Context: an optimization exercise on an open-source flow, tuned for small area, a short achievable clock period and few clock cycles. The choices shown serve that exercise and are no tape-out recipe. Only the layout flow was run in this run; the RTL was not checked for function there. Power and IR drop assume default switching activity.

==> flow/design.v <==
package polar_encoder_pkg;
    localparam int NSLOT = 256;
endpackage
import polar_encoder_pkg::*;
module polar_encoder
(
    input  logic       clk,
    input  logic       rst_n,
    input  logic       start,
    input  logic [9:0] N,
    input  logic [7:0] K,
    input  logic       in_valid,
    input  logic       in_bit,
    output logic       in_ready,
    output logic       out_valid,
    output logic       out_bit,
    input  logic       out_ready,
    output logic       busy,
    output logic       out_last
);
    localparam logic [899:0] BINOM_TAB = {
        9'd1, 9'd9, 9'd36, 9'd84, 9'd126, 9'd126, 9'd84, 9'd36, 9'd9, 9'd1,
        9'd0, 9'd1, 9'd8, 9'd28, 9'd56, 9'd70, 9'd56, 9'd28, 9'd8, 9'd1,
        9'd0, 9'd0, 9'd1, 9'd7, 9'd21, 9'd35, 9'd35, 9'd21, 9'd7, 9'd1,
        9'd0, 9'd0, 9'd0, 9'd1, 9'd6, 9'd15, 9'd20, 9'd15, 9'd6, 9'd1,
        9'd0, 9'd0, 9'd0, 9'd0, 9'd1, 9'd5, 9'd10, 9'd10, 9'd5, 9'd1,
        9'd0, 9'd0, 9'd0, 9'd0, 9'd0, 9'd1, 9'd4, 9'd6, 9'd4, 9'd1,
        9'd0, 9'd0, 9'd0, 9'd0, 9'd0, 9'd0, 9'd1, 9'd3, 9'd3, 9'd1,
        9'd0, 9'd0, 9'd0, 9'd0, 9'd0, 9'd0, 9'd0, 9'd1, 9'd2, 9'd1,
        9'd0, 9'd0, 9'd0, 9'd0, 9'd0, 9'd0, 9'd0, 9'd0, 9'd1, 9'd1,
        9'd0, 9'd0, 9'd0, 9'd0, 9'd0, 9'd0, 9'd0, 9'd0, 9'd0, 9'd1
    };
    localparam logic [99:0] CUM7 = {
        10'd128, 10'd128, 10'd128, 10'd127, 10'd120,
        10'd99,  10'd64,  10'd29,  10'd8,   10'd1
    };
    localparam logic [99:0] CUM8 = {
        10'd256, 10'd256, 10'd255, 10'd247, 10'd219,
        10'd163, 10'd93,  10'd37,  10'd9,   10'd1
    };
    localparam logic [99:0] CUM9 = {
        10'd512, 10'd511, 10'd502, 10'd466, 10'd382,
        10'd256, 10'd130, 10'd46,  10'd10,  10'd1
    };
    logic       busy_q, in_ready_q, out_valid_q, out_bit_q, out_last_q;
    logic [2:0] nsel_q;           
    logic [7:0] rem_q;            
    logic       s1_q, s2_q, s3_q;  
    logic       par_q;            
    logic       v0_q, v1_q, v2_q, b0_q, b1_q, b2_q, l0_q, l1_q, l2_q;
    logic [3:0] w_q;
    logic [6:0] r_q;
    logic [8:0] ta_q;             
    logic [6:0] ra_q;
    logic [3:0] ka_q;
    logic [8:0] t_q;              
    logic [9:0] c_q;              
    logic       lt_q;             
    logic [8:0] jn_q;             
    logic [NSLOT-1:0] slot_q;
    logic start_acc, hs_in, hs_out, m512, m256, m128;
    assign m128 = nsel_q[0];
    assign m256 = nsel_q[1];
    assign m512 = nsel_q[2];
    assign start_acc = start & ~busy_q &
                       ((N == 10'd128) | (N == 10'd256) | (N == 10'd512));
    assign hs_in  = in_valid & in_ready_q;
    assign hs_out = out_valid_q & out_ready;
    assign busy      = busy_q;
    assign in_ready  = in_ready_q;
    assign out_valid = out_valid_q;
    assign out_bit   = out_bit_q;
    assign out_last  = out_last_q;
    logic [9:0] rr, cum_v, cum_prev;
    logic [3:0] w_d;
    logic [9:0] r_full;
    always_comb begin
        rr = (m512 ? 10'd512 : m256 ? 10'd256 : 10'd128) - {2'b00, rem_q};
        w_d      = '0;
        cum_prev = '0;
        for (int v = 0; v < 10; v++) begin
            cum_v = m512 ? CUM9[10 * v +: 10] : m256 ? CUM8[10 * v +: 10]
                                                     : CUM7[10 * v +: 10];
            if (cum_v <= rr) begin
                w_d      = w_d + 4'd1;
                cum_prev = cum_v;
            end
        end
        r_full = rr - cum_prev;
    end
    logic [8:0] ta_d, t_d;
    logic [6:0] ra_d, rb;
    logic [3:0] ka_d, kb;
    logic [8:0] bc;
    always_comb begin
        ta_d = '0;
        ra_d = r_q;
        ka_d = w_q;
        for (int p = 8; p >= 4; p--) begin
            bc = BINOM_TAB[9 * (10 * p + ka_d) +: 9];
            if ((m512 || (p < 8 && m256) || p < 7) && {2'b00, ra_d} >= bc) begin
                ta_d[p] = 1'b1;
                ra_d    = ra_d - bc[6:0];
                ka_d    = ka_d - 4'd1;
            end
        end
    end
    always_comb begin
        t_d = ta_q;
        rb  = ra_q;
        kb  = ka_q;
        for (int p = 3; p >= 0; p--) begin
            bc = BINOM_TAB[9 * (10 * p + kb) +: 9];
            if ({2'b00, rb} >= bc) begin
                t_d[p] = 1'b1;
                rb     = rb - bc[6:0];
                kb     = kb - 4'd1;
            end
        end
    end
    logic [9:0] heavy0;
    always_comb begin
        for (int i = 0; i < 10; i++) heavy0[i] = (i <= w_q);
    end
    logic [9:0] d, y;
    logic [3:0] m, pc, need, zc;
    always_comb begin
        m  = lt_q ? (w_q + 4'd1) : w_q;
        d  = c_q + 10'd1;
        pc = '0;
        for (int i = 0; i < 10; i++) pc = pc + {3'b000, d[i]};
        need = (m > pc) ? (m - pc) : 4'd0;
        zc = '0;
        for (int i = 0; i < 10; i++) begin
            y[i] = d[i] | (zc < need);
            zc   = zc + {3'b000, ~d[i]};
        end
    end
    logic [9:0] c_next;
    logic       lt_next;
    always_comb begin
        if (lt_q && (y >= {1'b0, t_q})) begin
            c_next  = {1'b0, t_q};
            lt_next = 1'b0;
        end else begin
            c_next  = y;
            lt_next = lt_q;
        end
    end
    logic [7:0] wslot;
    assign wslot = c_q[7:0] ^ {8{m512 & c_q[8]}};
    logic [15:0] sup_hi, sup_lo, dis_hi, dis_lo, a_hi, a_lo, b_hi, b_lo;
    logic [NSLOT-1:0] mask;
    logic xbit;
    always_comb begin
        for (int q = 0; q < 16; q++) begin
            sup_hi[q] = ((jn_q[7:4] & ~4'(q)) == 4'd0);
            sup_lo[q] = ((jn_q[3:0] & ~4'(q)) == 4'd0);
            dis_hi[q] = ((jn_q[7:4] & 4'(q)) == 4'd0);
            dis_lo[q] = ((jn_q[3:0] & 4'(q)) == 4'd0);
        end
        a_hi = sup_hi & {16{~jn_q[8]}};
        a_lo = sup_lo;
        b_hi = m512 ? dis_hi : sup_hi;
        b_lo = m512 ? dis_lo : sup_lo;
        for (int p = 0; p < NSLOT; p++) begin
            if ($countones(p) >= 5)
                mask[p] = a_hi[p / 16] & a_lo[p % 16];
            else
                mask[p] = b_hi[p / 16] & b_lo[p % 16];
        end
        xbit = ^(slot_q & mask);
    end
    always_ff @(posedge clk or negedge rst_n) begin
        if (!rst_n) begin
            busy_q      <= 1'b0;
            in_ready_q  <= 1'b0;
            out_valid_q <= 1'b0;
            s1_q        <= 1'b0;
            s2_q        <= 1'b0;
            s3_q        <= 1'b0;
            v0_q        <= 1'b0;
            v1_q        <= 1'b0;
            v2_q        <= 1'b0;
        end else begin
            s1_q <= start_acc;
            s2_q <= s1_q;
            s3_q <= s2_q;
            v0_q <= hs_in;
            v1_q <= v0_q;
            v2_q <= v1_q;
            if (!busy_q) begin
                busy_q     <= start_acc;
                in_ready_q <= start_acc & (K != 8'd0);
            end else begin
                if (hs_in && rem_q == 8'd1) in_ready_q <= 1'b0;
                if ((s1_q && rem_q == 8'd0) || (v2_q && l2_q)) begin
                    out_valid_q <= 1'b1;
                end else if (hs_out && out_last_q) begin
                    out_valid_q <= 1'b0;
                    busy_q      <= 1'b0;
                end
            end
        end
    end
    always_ff @(posedge clk) begin
        b0_q <= in_bit;
        b1_q <= b0_q;
        b2_q <= b1_q;
        l0_q <= (rem_q == 8'd1);
        l1_q <= l0_q;
        l2_q <= l1_q;
        if (!busy_q) begin
            nsel_q <= N[9:7];
            rem_q  <= K;
            par_q  <= 1'b0;
        end else begin
            if (hs_in) begin
                rem_q <= rem_q - 8'd1;
                par_q <= par_q ^ in_bit;
            end
        end
        if (s1_q) begin
            w_q <= w_d;
            r_q <= r_full[6:0];
        end
        if (s2_q) begin
            ta_q <= ta_d;
            ra_q <= ra_d;
            ka_q <= ka_d;
        end
        if (s3_q) begin
            t_q <= t_d;
            if (heavy0 < {1'b0, t_d}) begin
                c_q  <= heavy0;
                lt_q <= 1'b1;
            end else begin
                c_q  <= {1'b0, t_d};
                lt_q <= 1'b0;
            end
        end else if (v2_q) begin
            c_q  <= c_next;
            lt_q <= lt_next;
        end
        if ((s1_q && rem_q == 8'd0) || (v2_q && l2_q)) begin
            out_bit_q  <= par_q;
            out_last_q <= 1'b0;
            jn_q       <= 9'd1;
        end else if (hs_out) begin
            out_bit_q  <= xbit;
            out_last_q <= m512 ? (jn_q == 9'd511) :
                          m256 ? (jn_q == 9'd255) : (jn_q == 9'd127);
            jn_q       <= jn_q + 9'd1;
        end
    end
    always_ff @(posedge clk) begin
        for (int p = 0; p < NSLOT; p++) begin
            if (!busy_q)
                slot_q[p] <= 1'b0;
            else if (v2_q && wslot == 8'(p))
                slot_q[p] <= b2_q;
        end
    end
endmodule
==> flow/run.sh <==
#!/bin/bash
# synth_recipe.tcl (not shown) runs the flow's synth.tcl, then flattens the netlist and writes it again
# the make line also repeats each setting of config.mk as NAME=value (left out here)
make -C /OpenROAD-flow-scripts/flow DESIGN_CONFIG=/design/flow/config.mk WORK_HOME=/design/flow/orfs CLKGATE_MAP_FILE= SYNTH_SCRIPT=/design/flow/synth_recipe.tcl finish
==> flow/config.mk <==
export PLATFORM = sky130hd
export DESIGN_NAME = polar_encoder
export DESIGN_NICKNAME = polar_encoder
export VERILOG_FILES = /design/flow/design.v
export SDC_FILE = /design/flow/constraint.sdc
export NUM_CORES = 8
export LEC_CHECK = 0
export CAP_MARGIN = 20
export CORE_MARGIN = 2
export CORE_UTILIZATION = 20
export PLACE_DENSITY = 0.35
export SLEW_MARGIN = 20
==> flow/constraint.sdc <==
create_clock -name core_clock -period 30.0 [get_ports {clk}]
set_input_delay 6.0000 -clock core_clock [delete_from_list [all_inputs] [get_ports {clk}]]
set_output_delay 6.0000 -clock core_clock [all_outputs]
set_load 0.01 [all_outputs]
==> impl_metrics.json <==
{
  "crit_path_end_kind": "register",
  "cts-root-buf": "clkbuf_16",
  "gp_congestion": 0.785,
  "vias_per_cell": 4.51,
  "netlist_area_um2": 26500,
  "ant_nets": 0,
  "maxCapViolCount": 0,
  "grt-ovfl-total": 0,
  "p_switching_w": 0.000681,
  "cp.depth": 58,
  "clock_latency_ns": 0.62,
  "power_density_nw_per_um2": 57.2,
  "cp_max_fo": 14,
  "syn_to_final_growth_pct": 14.4,
  "die_x_um": 368,
  "cts_made_buffers": 46,
  "io_pins": 29,
  "path_class": "register to register",
  "finalSetupViolCount": 0,
  "synth_nets": 3769,
  "max_freq_mhz": 65.8,
  "pwr-share-seq_pct": 29.0,
  "grt_pass1_vias": 22422,
  "p_sw_share_pct": 39.2,
  "maxSlewViolCount": 0,
  "crit_family": "simple AND/OR/NAND/NOR gates",
  "post_drt_wl_per_cell_um": 17.7,
  "peakVddDrop_uv": 39.5,
  "cp.buffers_inverters": 6,
  "port_buffers": 28,
  "die_area_um2": 135000,
  "clkTransAtPathRegs_ns": 0.06,
  "synth.distinct_cells": 103,
  "pwr-share-comb_pct": 37.5,
  "layout.nets": 3675,
  "core_area_um2": 131000,
  "setup_tns_ns": 0,
  "crit_required_ns": 30.44,
  "rsz0062_at_grt": "false",
  "holdPathStages": 0,
  "antenna_found_initial": 2,
  "ys_seq_area_share_pct": 28.0,
  "ctsHoldBuffers": 0,
  "initial_utilization_pct": 20.2,
  "clkPwrFrac_pct": 33.5,
  "crit_arrival_ns": 15.64,
  "synth_ff_type": "dfxtp_1",
  "post-route-period-util_pct": 50.7,
  "fin_skew_ns": 0.0306,
  "ys_ff_latch": 340,
  "tritoncts": "yes",
  "total_power_w": 0.00174,
  "grt_pass1_wl_mm": 142,
  "drt-pass1-iter-count": 6,
  "diodes": 0,
  "tightest_slew_ns": 1.04,
  "std_cell_rows": 133,
  "fin_crit_ns": 15.20,
  "syn_inst": 3548,
  "post-cts-setup-buffers": 0,
  "clockBufferDepth": 3,
  "slew_headroom_pct": 30.9,
  "htreeDepth": 2,
  "dp_hpwl_mm": 61.4,
  "ys_warn_count": 10,
  "min_path_type": "register to register",
  "synth_edf_count": 58,
  "wl_mm": 92.7,
  "grt_use_total_pct": 13.4,
  "drt_iter0_drc": 1592,
  "grt_max_degree": 164,
  "power_leakage_nw": 9.88,
  "die_h_um": 368,
  "power.internal_w": 0.00105,
  "hold_viol_final": 0,
  "num_vias": 23648,
  "clock_sinks": 340,
  "avgSynthCellArea_um2": 7.47,
  "start_kind": "register",
  "status": "finished clean",
  "ys_async_sr_fraction_pct": 2.65,
  "ctsResizeCount": 0,
  "cp_common_cell": "ha_1",
  "drc": 0,
  "layout-drive-gt1-share_pct": 6.97,
  "max_stage_delay_ns": 0.84,
  "critPathSlowestCell": "mux2i_1",
  "ff2ff_path_depth": 58
}
==> placed cells by master (no fill, tap or decap), drive strengths merged, types with 17 or more instances in the layout <==
| master | n |
|---|---|
| xnor2 | 256 |
| nand3 | 311 |
| nand2b | 45 |
| a21o | 24 |
| a211oi | 17 |
| nor2b | 102 |
| mux2i | 34 |
| edfxtp | 58 |
| o211ai | 23 |
| or3 | 17 |
| ha | 183 |
| nand2 | 748 |
| dfxtp | 273 |
| a21oi | 342 |
| mux2 | 23 |
| nor3 | 46 |
| inv | 132 |
| nor4 | 26 |
| nand4 | 20 |
| xor2 | 60 |
| o21ai | 99 |
| nor2 | 196 |
| and3 | 26 |
| buf | 63 |
| clkdlybuf4s50 | 28 |
| o21a | 21 |
| clkbuf | 62 |
==> final timing paths <==
kind | slack [ns] | end | startpoint
worst min-delay path | 0.32 | b2_q$_DFF_P_ | b1_q$_DFF_P_
worst min register to register | 0.32 | b2_q$_DFF_P_ | b1_q$_DFF_P_
worst max register to register | 14.80 | ka_q[3]$_DFFE_PP_ | w_q[0]$_DFFE_PP_
worst max-delay path | 14.80 | ka_q[3]$_DFFE_PP_ | w_q[0]$_DFFE_PP_
max in group asynchronous | 23.87 | v0_q$_DFF_PN0_ | rst_n
min in group asynchronous | 5.75 | in_ready_q$_DFFE_PN0P_ | rst_n
==> layout make-up <==
class | instances | area [µm²]
fill | 14711 | 101000
multi-input combinational | 2844 | 17800
sequential | 340 | 7440
tap | 1755 | 2200
clock buffer | 62 | 1300
timing repair buffer | 91 | 778
inverter | 131 | 500
clock inverter | 20 | 264
==> power by group through the flow <==
stage          Sequential (W)  Combinational, W  Clock, W
2_1_floorplan        0.000503          0.000446         0
4_1_cts              0.000504          0.000660  0.000605
3_5_place_dp         0.000514          0.000658         0
6_report             0.000503          0.000650  0.000582
3_3_place_gp         0.000514          0.000664         0
5_1_grt              0.000505          0.000720  0.000618
==> registers in the layout, summed over array words and instances (netlist names), 2 cells and up <==
signal / cells
w_q: 4
ra_q: 7
jn_q: 9
ta_q: 5
r_q: 7
c_q: 10
ka_q: 4
rem_q: 8
t_q: 9
slot_q: 256
nsel_q: 2
==> metrics by stage <==
stage / util (%) / hold slack [ns] / setup slack (ns) / area, µm² / std cells
2_1_floorplan: - / 0.310 / 17.20 / 26500 / 3548
3_3_place_gp: 21.9 / 0.311 / 14.89 / 28700 / 5159
3_5_place_dp: 21.9 / 0.312 / 14.74 / 28700 / 5160
4_1_cts: 23.1 / 0.326 / 14.69 / 30300 / 5242
5_1_grt: 23.1 / 0.332 / 13.32 / 30300 / 5243
6_report: 23.1 / 0.324 / 14.80 / 30300 / 5243
==> Yosys cell counts (7+ instances only) <==
library cell	n	area, µm²
nand3_1	310	1550
a211oi_1	15	113
or3_1	16	100
o31a_1	10	87.6
nand4_1	18	113
mux2_2	18	203
nand2_1	748	2810
nor3_1	45	225
a21o_1	24	180
o21ai_0	93	465
buf_1	9	33.8
nor2_1	195	732
a22oi_1	10	75.1
dfrtp_1	9	225
o22ai_1	16	100
a211o_1	7	61.3
inv_1	125	469
o211ai_1	22	165
xnor3_1	9	203
xnor2_1	254	2220
a21boi_0	10	75.1
edfxtp_1	58	1740
nor3b_1	11	82.6
and2_1	12	75.1
xor2_1	57	499
mux2i_1	33	330
o31ai_1	11	82.6
a31oi_1	15	93.8
a21oi_1	342	1710
o21a_1	21	158
clkbuf_1	211	792
nor2b_1	102	638
ha_1	183	2290
buf_2	11	55.1
and3_1	26	163
nor4_1	24	150
dfxtp_1	273	5470
fa_1	14	280
nand2b_1	45	282
or2_2	7	43.8
==> metal layers <==
layer  vias up  wire length (µm)  GRT usage, %  share of wire [%]
li1      11928                 -             -                  -
met1     11262             46000          18.9                 50
met2       376             42200          22.0                 45
met3        82              2710          1.16                2.9
met4         0              1820          3.20                2.0
met5         -                 0             0                  0
==> cell families after synthesis <==
kind of cell	share of synthesized area [%]
simple gates	27.6
fa+ha+maj	9.69
buf+inv	5.27
mux	2.46
flops	28.0
compound gates	15.4
xor+xnor	11.5

[separate check: timing with driven ports]
The flow's constraints put no driver on any port. The routed layout listed below was extracted and timed again, unchanged, in two steps. Step 1: set_driving_cell puts a clkbuf_16 on clk and a buf_2 on each other input, an assumption about the parent block. Step 2, shift: input delay + t, output delay - t, t = (earliest + latest rising clock arrival at the registers) / 2. This alone moves slack from input paths to output paths. Three values: ideal, step 1, step 2; two values: the first two.
shift t [ns]: 0.665
setup slack, ns: 14.797 / 14.797 / 14.797
latest minus earliest clock arrival (ns): 0.034 / 0.034
After both steps this run still meets setup and hold. The setup slack of this run moves by 0.000 ns with the drivers and by 0.000 ns with both steps.
